From an optimization exercise on the open Yosys and OpenROAD flow, aimed at small area, a short achievable clock period and few clock cycles per item; shortcuts taken in it are not production practice.
The RTL was checked by simulation tests, not by an equivalence proof against the original design.
No activity file was given, so power comes from the tool's default toggle rates.

exp/raven:
==> flow/design.v (excerpt) <==
module ordered_list_insert_delete_search (
  input  logic                              clk_i,
  input  logic                              rst_ni,
  input  logic                              s_axis_tvalid,
  output logic                              s_axis_tready,
  input  logic [olist_pkg::S_DATA_W-1:0]    s_axis_tdata,
  input  logic [olist_pkg::OP_W-1:0]        s_axis_tuser,
  output logic                              m_axis_tvalid,
  input  logic                              m_axis_tready,
  output logic [olist_pkg::M_DATA_W-1:0]    m_axis_tdata,
  output logic [olist_pkg::ST_W-1:0]        m_axis_tuser
);
Settings: LEC_CHECK=0, CAP_MARGIN=10, CORE_MARGIN=2, CORE_UTILIZATION=60, CTS_BUF_LIST=sky130_fd_sc_hd__clkbuf_16, CTS_CLUSTER_DIAMETER=100, CTS_CLUSTER_SIZE=24, SETUP_SLACK_MARGIN=3.3, SLEW_MARGIN=10; clock period 6.0 ns.
run.sh (not shown) runs the stock make flow with config.mk's settings and CLKGATE_MAP_FILE= SYNTH_SCRIPT=/design/flow/synth_recipe.tcl, a recipe that flattens the netlist after the stock synthesis.
Testbench counts of exp/raven, summed over its fixed seeds: cycles 4,824, items 4,800.
Here is what was changed in the inputs of exp/fjord compared with exp/raven.
- swapping 60 for 50 in CORE_UTILIZATION
- swapping 10 for 20 in CAP_MARGIN
- swapping 10 for 20 in SLEW_MARGIN
- swapping 3.3 for 3.6 in SETUP_SLACK_MARGIN
Findings:
Switching power of the nets, exp/fjord and exp/raven: larger value in exp/fjord. In the reports for exp/fjord and exp/raven, the larger top achievable clock speed belongs to exp/fjord. Taking exp/raven as 1.0, exp/fjord lands at 1.05 on final instance area. Compared with exp/raven, in exp/fjord combinational power rose 6.7%; area growth from synthesis to layout saw an increase. The leakage power number comes out lower for exp/raven vs exp/fjord. Re total global routing track utilization: exp/fjord and exp/raven aren't equal, and the lower value belongs to exp/fjord.
[inputs] exp/pepper vs exp/fjord
- a change of SETUP_SLACK_MARGIN from 3.6 to 3.2
Findings:
- STATUS clock skew: exp/pepper loses against exp/fjord
- Of exp/pepper and exp/fjord, the higher largest fanout on the critical path belongs to exp/pepper.
- In the final reports, the cell area of exp/pepper is smaller than that of exp/fjord.
- [exp/pepper vs exp/fjord] iteration-0 DRC count of the detailed router: lower in exp/pepper
- Compared with exp/fjord, exp/pepper shows pre-CTS setup slack lower by 0.089 ns.
- Compared to exp/fjord, exp/pepper leaves more free space in the core.
- exp/pepper vs. exp/fjord: final hold slack went up by 0.0060 ns.
- Compared with exp/fjord, exp/pepper supports a lower clock frequency.
- The final period demand of the worst path number comes out higher for exp/pepper vs exp/fjord.
- Between exp/pepper and exp/fjord, number of antenna violations at the first check in global routing is lower for exp/fjord, exp/pepper comes in above that.
The inputs of exp/nickel differ from those of exp/pepper as listed below.
- a change of SETUP_SLACK_MARGIN from 3.2 to 3.65
Results
- Relative to exp/pepper, the overall power consumption measured on exp/nickel has increased by a few percent.
- [compare] base=exp/pepper new=exp/nickel: number of non-filler instances in the completed layout increased 284, number of antenna cells inserted up 1, design internal power went up by 0.25 mW, number of stages on the worst setup path increased 5.
- The critical-path cell with the highest stage delay comes out or4_4 in one run and nor4_1 in the other, namely in exp/nickel and exp/pepper respectively.
- Core utilization up 5.1 points in exp/nickel wrt exp/pepper
[inputs] exp/garnet vs exp/nickel
- changing SETUP_SLACK_MARGIN from 3.65 to 3.45
- setting TNS_END_PERCENT to 5 for the first time
## What came out
- Going from exp/nickel to exp/garnet, mean area per synthesized cell comparable, wire length now smaller, final cell count now smaller, met2 track demand over resource now smaller, half-perimeter wire length of the detailed placement result now larger.
- Compared with exp/nickel, exp/garnet shows global-route wire length before repair that has gone down by a few percent.
- Post-placement cell count delta (exp/garnet -> exp/nickel): insignificant
- The standard cells in exp/garnet occupy less silicon area than those in exp/nickel do.
- Post-layout worst setup margin: exp/garnet < exp/nickel

---

## lane 1
ordered_list_insert_delete_search again, from the RTL that the note above started with.
## ordered_list_insert_delete_search
module ordered_list_insert_delete_search (
  input  logic                              clk_i,
  input  logic                              rst_ni,
  input  logic                              s_axis_tvalid,
  output logic                              s_axis_tready,
  input  logic [olist_pkg::S_DATA_W-1:0]    s_axis_tdata,
  input  logic [olist_pkg::OP_W-1:0]        s_axis_tuser,
  output logic                              m_axis_tvalid,
  input  logic                              m_axis_tready,
  output logic [olist_pkg::M_DATA_W-1:0]    m_axis_tdata,
  output logic [olist_pkg::ST_W-1:0]        m_axis_tuser
);
  localparam int unsigned N     = olist_pkg::CAPACITY;
  localparam int unsigned CNT_W = olist_pkg::CNT_W;
  localparam int unsigned IDX_W = olist_pkg::IDX_W;
  localparam int unsigned ST_W  = olist_pkg::ST_W;
  localparam int unsigned D     = olist_pkg::QDEPTH;
  logic                   ready_q;
  logic [$clog2(D+1)-1:0] out_q, out_d;
  logic                   accept;
  logic                   take;
  assign accept = s_axis_tvalid && ready_q;
  assign take   = m_axis_tvalid && m_axis_tready;
  always_comb begin
    out_d = out_q;
    if (accept && !take) out_d = out_q + 1'b1;
    if (!accept && take) out_d = out_q - 1'b1;
  end
  always_ff @(posedge clk_i or negedge rst_ni) begin
    if (!rst_ni) out_q <= '0;
  ...
make LEC_CHECK=0 CAP_MARGIN=20 CORE_MARGIN=2 CORE_UTILIZATION=50 CTS_BUF_LIST=sky130_fd_sc_hd__clkbuf_16 CTS_CLUSTER_DIAMETER=100 CTS_CLUSTER_SIZE=24 SETUP_SLACK_MARGIN=3.55 SLEW_MARGIN=20 finish   # period 6.0 ns
In summary, lane 1 completed successfully, with a layout that passed the timing, design-rule and antenna checks.
Testbench counts of lane 1, summed over its fixed seeds: cycles 4,824, items 4,800.
The inputs of lane 2 differ from those of lane 1 as listed below.
Settings: swapping 3.55 for 3.45 in SETUP_SLACK_MARGIN.
Findings:
- In terms of sequential cell area, lane 2 and lane 1 differ only marginally.
- Lane 2 vs lane 1, utilization went down by 1.3 points.
- As far as overall power is concerned, lane 1 and lane 2 perform about the same.
- Compared with lane 1, in lane 2 final instance area went down about 2.3%, worst setup slack after layout went down, shortest clock period the worst path allows after layout up 0.14 ns.

---

ordered_list_insert_delete_search, a different RTL version from the one above (not shown whole).
For scale: roughly 66 I/O pins.
==> flow/design.v (excerpt) <==
module ordered_list_insert_delete_search (
  input  logic                              clk_i,
  input  logic                              rst_ni,
  input  logic                              s_axis_tvalid,
  output logic                              s_axis_tready,
  input  logic [olist_pkg::S_DATA_W-1:0]    s_axis_tdata,
  input  logic [olist_pkg::OP_W-1:0]        s_axis_tuser,
  output logic                              m_axis_tvalid,
  input  logic                              m_axis_tready,
  output logic [olist_pkg::M_DATA_W-1:0]    m_axis_tdata,
  output logic [olist_pkg::ST_W-1:0]        m_axis_tuser
);
Settings: LEC_CHECK=0, CAP_MARGIN=20, CORE_MARGIN=2, CORE_UTILIZATION=50, CTS_BUF_LIST=sky130_fd_sc_hd__clkbuf_16, CTS_CLUSTER_DIAMETER=100, CTS_CLUSTER_SIZE=24, SETUP_SLACK_MARGIN=3.45, SLEW_MARGIN=20; clock period 6.0 ns.
Testbench counts at the start, summed over its fixed seeds: cycles 4,824, items 4,800.
Rerun with:
- SETUP_SLACK_MARGIN: 3.45 -> 3.55
Effect: Worst setup slack got worse by 26 ps; clock power stays flat; synthesized cell count is unchanged.

---

## run A
ordered_list_insert_delete_search, a different RTL version from the one above (not shown whole).
Size: roughly 6,700 cells after synthesis, roughly 1,200 flip-flops, about 66 I/O pins, about 60,000 um^2 of cells after synthesis.
Design ordered_list_insert_delete_search, start of the top module:
module ordered_list_insert_delete_search (
  input  logic                              clk_i,
  input  logic                              rst_ni,
  input  logic                              s_axis_tvalid,
  output logic                              s_axis_tready,
  input  logic [olist_pkg::S_DATA_W-1:0]    s_axis_tdata,
  input  logic [olist_pkg::OP_W-1:0]        s_axis_tuser,
  output logic                              m_axis_tvalid,
  input  logic                              m_axis_tready,
  output logic [olist_pkg::M_DATA_W-1:0]    m_axis_tdata,
  output logic [olist_pkg::ST_W-1:0]        m_axis_tuser
);
Settings: LEC_CHECK=0, CAP_MARGIN=20, CORE_MARGIN=2, CORE_UTILIZATION=40, SLEW_MARGIN=20; clock period 6.0 ns.
Testbench counts of run A, summed over its fixed seeds: cycles 4,824, items 4,800.
The inputs of run B differ from those of run A as listed below.
# run A
export LEC_CHECK = 0
export CAP_MARGIN = 20
export CORE_MARGIN = 2
export CORE_UTILIZATION = 40
export SLEW_MARGIN = 20
create_clock -name core_clock -period 6.0 [get_ports {clk_i}]
# run B
export LEC_CHECK = 0
export ABC_CLOCK_PERIOD_IN_PS = 2000
export CAP_MARGIN = 20
export CORE_MARGIN = 2
export CORE_UTILIZATION = 55
export SETUP_SLACK_MARGIN = 3.6
export SLEW_MARGIN = 20
export TNS_END_PERCENT = 100
create_clock -name core_clock -period 6.0 [get_ports {clk_i}]
### Flow results
Looking at detailed-route via count across both flows, run B is the weaker of the two, with run A ahead.
Run B: no failed stages, no open violations at the end
Run B reports its master of the slowest instance on the critical path as sky130_fd_sc_hd__dfrtp_1 while run A reports sky130_fd_sc_hd__or4_1.
Reported sequential group power essentially unchanged between run A and run B.
Relative to run A, post-route worst setup slack has increased by 1.25 ns in run B.
Where total wire length is concerned, run A is better than run B.
Re minimum clock period after layout: run B is 1.25 ns down on run A.
When run B is set beside run A, its initial antenna violation count turns out to be 6 larger.
Summary of run B over run A: placement row count went down, power consumed by the clock network went down about 0.5%, power in combinational cells picked up an extra 19%.

[port drivers added, routing unchanged]
Ports are ideal in the flow. The routed layouts listed here were re-timed in OpenROAD.
Step 1: set_driving_cell puts a clkbuf_16 on clk_i and a buf_2 on each other input, an assumption about the parent block.
Step 2 also shifts input and output timing later by t, the mid clock arrival at the registers, as if the neighbouring blocks saw the same clock.
Slacks: ideal ports / drivers / drivers and shift; pairs: ideal ports / drivers.
| run | t, ns | setup WS [ns] | hold WS [ns] | worst register clock-pin slew, ns | pins driven straight from the clock port |
|---|---|---|---|---|---|
| exp/raven | 0.790 | 3.189 / 3.189 / 2.648 | 0.353 / 0.353 / 0.353 | 0.11 / 0.11 | 1 |
| exp/fjord | 0.817 | 3.488 / 3.425 / 2.952 | 0.359 / 0.359 / 0.359 | 0.11 / 0.11 | 1 |
| exp/pepper | 0.815 | 3.143 / 3.143 / 2.676 | 0.365 / 0.365 / 0.365 | 0.11 / 0.11 | 1 |
| exp/nickel | 0.828 | 3.406 / 3.401 / 3.073 | 0.354 / 0.354 / 0.354 | 0.11 / 0.11 | 1 |
| exp/garnet | 0.819 | 3.058 / 3.058 / 2.766 | 0.355 / 0.355 / 0.355 | 0.11 / 0.11 | 1 |
| lane 1 | 0.811 | 3.405 / 3.405 / 2.969 | 0.350 / 0.350 / 0.350 | 0.11 / 0.11 | 1 |
| lane 2 | 0.811 | 3.262 / 3.262 / 2.859 | 0.355 / 0.355 / 0.355 | 0.11 / 0.11 | 1 |
| the first run of note 3 | 0.825 | 3.306 / 3.306 / 2.838 | 0.354 / 0.354 / 0.354 | 0.12 / 0.12 | 1 |
| the second run of note 3 | 0.835 | 3.280 / 3.280 / 2.844 | 0.364 / 0.364 / 0.364 | 0.11 / 0.11 | 1 |
| run A | 0.874 | 2.033 / 2.033 / 2.033 | 0.373 / 0.317 / 0.472 | 0.07 / 0.07 | 1 |
| run B | 0.883 | 3.287 / 3.287 / 2.934 | 0.409 / 0.340 / 0.475 | 0.07 / 0.07 | 1 |
After both steps setup and hold are still met in every run listed. For exp/raven, which loses most, drivers alone change the setup slack by 0.000 ns; drivers and shift together by -0.541 ns.
